Source: an optimization exercise on an open RTL-to-GDS flow (aim: small area, a short achievable clock period and few clock cycles per item). Production flows keep margins and buffers that such runs may drop. Only simulation tests tie the RTL to the original design; equivalence was not proved.

==> flow/design.v (outline; a module is shown in full before it is edited, if it fits) <==
// module pow_stream: 5294 lines
// module pw_fa: 9 lines
// module pw_ha: 8 lines
// module pw_bpp: 10 lines
module pow_stream #(
  parameter int DATA_W = 32,
  parameter int EXP_W  = 3,
  parameter int ID_W   = 1
) (
  input  logic              clk,
  input  logic              aresetn,
  input  logic              s_tvalid,
  output logic              s_tready,
  input  logic [DATA_W-1:0] s_tdata,
  input  logic [EXP_W-1:0]  s_texp,
  input  logic [ID_W-1:0]   s_tid,
  input  logic              s_tlast,
  output logic              m_tvalid,
  input  logic              m_tready,
  output logic [DATA_W-1:0] m_tdata,
  output logic [ID_W-1:0]   m_tid,
  output logic              m_tlast,
  output logic              m_tovf
);
  // ...
==> flow/run.sh <==
#!/bin/bash
# synth_recipe.tcl (not shown) runs the flow's synth.tcl, then flattens the netlist and writes it again
# the make line also repeats each setting of config.mk as NAME=value (left out here)
make -C /OpenROAD-flow-scripts/flow DESIGN_CONFIG=/design/flow/config.mk WORK_HOME=/design/flow/orfs CLKGATE_MAP_FILE= SYNTH_SCRIPT=/design/flow/synth_recipe.tcl finish
==> flow/config.mk <==
export PLATFORM = sky130hd
export DESIGN_NAME = pow_stream
export DESIGN_NICKNAME = pow_stream
export VERILOG_FILES = /design/flow/design.v
export SDC_FILE = /design/flow/constraint.sdc
export NUM_CORES = 4
export LEC_CHECK = 0
export CAP_MARGIN = 20
export CORE_MARGIN = 2
export CORE_UTILIZATION = 40
export CTS_BUF_LIST = sky130_fd_sc_hd__clkbuf_8 sky130_fd_sc_hd__clkbuf_4
export SETUP_SLACK_MARGIN = 5
export SLEW_MARGIN = 20
export SYNTH_HIERARCHICAL = 1
export SYNTH_MINIMUM_KEEP_SIZE = 0
==> flow/constraint.sdc <==
create_clock -name core_clock -period 9.5 [get_ports {clk}]
set_input_delay 1.9000 -clock core_clock [delete_from_list [all_inputs] [get_ports {clk}]]
set_output_delay 1.9000 -clock core_clock [all_outputs]
set_load 0.01 [all_outputs]
==> impl_results.md, run 1 <==
* Crit-path leading delay family: adder cells
* Buffer share of cell area at 0.0388
* CP dominant cell by count: fa_2
* Mapped Area at 0.0510 sq mm
* Core area at 0.127 sq mm
* Synth Area in Compound Gates at 0.126
* Final setup fails at 0
* Routing usage on met1 at 0.249
* Status: no timing/DRC/antenna violations
* Vias in the first global route at 34077
* Largest class: multi-input gates
* Cell type with the largest total area after synthesis: fa_1
* Most frequent cells in the layout: fa_1 (746), and2_1 (531), edfxtp_1 (515)
* RR Endpoint: r3_lo[53]
* Share of cells above drive strength 1 at 0.211
* Grt met2 use at 0.348
* Mapped Cells at 3684
* CP Class: flop to flop
* H-tree depth at 3
* Post-synth EDFFs at 515
* CP Depth at 11
* Largest regs: r3_lo (63), r5_p (60), r1_q (57)
* Ys async rst share at 0.0153
* Setup WS pre-CTS at 4000 ps
* Post-Synth XOR/XNOR Area at 0.0977
* GR Layer Usage met3 at 0.0293
* Adder-cell area share of the yosys netlist at 0.363
* Period utilisation layout at 0.477
* Worst setup path startpoint: r2_e[1]
Testbench counts, summed over its fixed seeds: cycles 8,064, items 8,000.
==> inputs of run 2 (changes only) <==
--- a/flow/config.mk
+++ b/flow/config.mk
@@ -8,7 +8,6 @@
 export CAP_MARGIN = 20
 export CORE_MARGIN = 2
 export CORE_UTILIZATION = 40
-export CTS_BUF_LIST = sky130_fd_sc_hd__clkbuf_8 sky130_fd_sc_hd__clkbuf_4
 export SETUP_SLACK_MARGIN = 5
 export SLEW_MARGIN = 20
 export SYNTH_HIERARCHICAL = 1
==> run 2 against run 1 <==
Against the previous run:
- final area grew 0.24%
- global-route usage shrank 0.12 points
- worst setup slack gained 48 ps
- die area is the same
- cell count shrank 1.1%
- first-iteration DRC count shrank 3.5%
- critical path depth shrank 1
- still clean on timing, DRC and antenna
- utilization grew 0.11 points
- area after synthesis is the same
==> impl_results.md, run 2 <==
* Largest regs: r3_lo (63), r5_p (60), r1_q (57)
* Worst clock skew at 27.4 ps
* CP endpoint kind: flop
* Startpoint types: flop
* Net Count, Synth at 4732
* Clk pin slew, worst setup/hold paths at 50 ps
* Sequential cell area at 0.0157 sq mm
* Cell type with the largest total area after synthesis: fa_1
* Relative slew slack at 0.245
* Area contributors post-synth: fa_1 (31%), edfxtp_1 (30%), a22oi_2 (10%)
* Total CTS buffers at 66
* WL met2 at 63600 um
* Ys async rst share at 0.0153 (unchanged)
* Final setup margin at 5010 ps
* FILL cells at 11472
* Max FO, Critical Path at 14
* Data required time at the worst endpoint at 9880 ps
* Non-Filler Instances at 5616
* Final hold vios at 0
* Status: no timing/DRC/antenna violations
* Final setup fails at 0 (unchanged)
* Initial antenna violation count at 0
* Clock latency (worst-skew pair) at 640 ps
* Post-layout util at 0.451
* Period utilisation layout at 0.472 (-0.00501)
* Hold Path Class: flop to flop
* TritonRoute pass-1 iters at 5
* Starting density of the core at 0.402
* Die Height at 361 um
* Slew Limit Fails at 0
* Post-route ant nets at 0
* Worst Tran Pin Value at 1130 ps
* Ys Warns at 7
* Area of the multi-input gates at 0.0349 sq mm
* Most frequent cells in the layout: fa_1 (749), and2_1 (531), edfxtp_1 (515)
* CTS Root Cell: clkbuf_16
* Post-synth EDFFs at 515 (unchanged)
* Nets at 4954
* RSZ-0062 raised after global routing: true
* Vias in the first global route at 33724 (-1.0%)
* Top sig layer: met4
* Placed Cells incl. Taps at 5429
* Seq/Total Area, Yosys at 0.307
* Biggest register: r3_lo
* First-pass GRT wire length at 199000 um
* Worst EP arrival at 4870 ps
* Main synth FF type: edfxtp_1
* Post-Route WL at 125000 um
* Largest register FFs at 63
* Mean post-synth cell area at 13.9 sq um
* Core area at 0.127 sq mm (unchanged)
* Commonest cells in the netlist: fa_1 (786), and2_1 (556), xnor2_1 (516), edfxtp_1 (515), a22oi_2 (421)
* DIE AREA at 0.130 sq mm
* Fmax at 223 MHz
* Drt initial violations at 1677
* Fin crit period at 4490 ps
* Max cap viols at 0
* Routed length on met1 at 53000 um
* Via density at 5.38
* TNS Setup at 0 ps
* Cell with the most instances after synthesis: fa_1
* Mapped Cells at 3684 (unchanged)
* DRC violations left at 0
* Routed length per instance at 22.3 um
* Yosys cell types at 57
* Via count at 30204
* Share of cells above drive strength 1 at 0.199 (-0.0121)
* Clock sinks at 523
* CTS Hold Bufs at 0
* Setup WS pre-CTS at 4000 ps (unchanged)
* Remaining global-route overflow at 0
* P&R area growth vs syn at 12.3%
* Ant. Diodes at 0
* Most common cell after layout, fill and taps aside: fa_1
* Row count at 131
* Mapped Area at 0.0510 sq mm (unchanged)
* Die X at 361 um
* CTS tree: built
* FF+latch count, synth at 523
* DR WL met3 at 5380 um
* Synth top area share at 0.308
* Final RePlAce weighted congestion at 0.794
* Ports at 78
* HPWL after detailed placement at 84900 um
* Largest net degree at the start of global routing at 125
* H-tree depth at 3 (unchanged)
* CTS Buffer Depth at 3
* IO Port Bufs at 77
* Overall routing resource usage at 0.196
* CP Class: flop to flop
-- run 2: cell count changes in the layout (fill, tap and decap cells not counted), moves of 6 or more --
cell	previous run	this run
clkbuf_8	95	0
buf_6	12	18
buf_4	152	139
clkbuf_1	0	6
clkbuf_4	32	0
clkbuf_16	0	68
clkinv_1	16	7
-- run 2: cell families (layout without fill, tap and decap cells) --
kind of cell	count (synthesis)	count (layout)	synth area share
adders and majority gates	1007	1007	0.363
and+or+nand+nor	799	800	0.0918
AOI/OAI and AO/OA	596	596	0.126
xor gates and xnor gates	569	569	0.0977
DFF	523	523	0.307
buffers and inverters	184	453	0.0135
muxes	5	5	0.00110
other	1	1	0.0000735
-- run 2: area by class of cell --
cell class	count	area share
Multi-Input combinational cell	2978	0.608
Sequential cell	523	0.273
Timing Repair Buffer	247	0.0393
Tap cell	1662	0.0363
Clock buffer	74	0.0301
Clock inverter	42	0.00675
Inverter	90	0.00590
-- run 2: worst max-delay path, stage by stage, from the launching register on --
cell	delay [ps]
edfxtp_1	430
buf_12	180
and2_2	230
a22oi_2	180
xnor2_2	160
fa_2	520
fa_1	540
fa_2	560
fa_2	440
fa_2	550
fa_2	440
-- run 2: per-layer routing --
layer / vias up / GRT usage
met4: 0 / 0.0568
met3: 202 / 0.0283
li1: 13281 / -
met1: 15975 / 0.250
met5: - / 0
met2: 746 / 0.346
-- run 2: metrics by stage --
stage	cell area, sq um	hold slack, ps
after floorplan	51200	400
after global placement	54400	400
after detailed placement	54400	405
after CTS	56900	418
after global routing	57300	424
final	57300	418
-- run 2: final timing paths --
kind | cells after the start | startpoint | slack [ps] | endpoint
setup / recovery | 10 | r2_e[1] | 5010 | r3_lo[53]
hold / removal | 0 | r0_last | 420 | r1_last
setup reg to reg | 10 | r2_e[1] | 5010 | r3_lo[53]
hold reg to reg | 0 | r0_last | 420 | r1_last
max in group asynchronous | 1 | aresetn | 7710 | r1_v
min in group asynchronous | 1 | aresetn | 1530 | r3_v
-- run 2: modules after synthesis (local to each module, per instance) --
module / cells inside / times used / cell area, sq um / flops+latches
pw_bpp: 2 / 421 / 21.3 / 0
pw_fa: 1 / 730 / 20.0 / 0
pow_stream: 2000 / 1 / 26100 / 523
pw_ha: 1 / 112 / 12.5 / 0
-- run 2: what timing repair did --
item,CTS,global route
setup endpoints to repair,161,145
buffers inserted,39,30
gates resized for setup,38,27
pin swaps,8,3
gates cloned,1,0

[afterwards: timing with drivers on the ports]
How much do the figures lean on ideal ports? The routed layouts below were timed once more, with nothing changed but the port constraints.
Step 1, drivers: a clkbuf_16 drives clk and a buf_2 each remaining input, both assumed.
Step 2 times the ports against the registers' clock, not the clock port: input delays grow and output delays shrink by t, the midpoint of the rising clock arrivals with the driver on.
Three values: no drivers, after step 1, after step 2; two values: the first two.
run | shift t [ns] | setup WS [ns] | worst setup path after step 2
run 1 | 0.862 | 4.966 / 4.966 / 4.520 | input to register
run 2 | 0.699 | 5.013 / 4.999 / 4.632 | input to register
After both steps setup and hold are still met in every run listed. The setup slack of run 1, which loses most, moves by 0.000 ns with the drivers and by -0.446 ns with both steps.
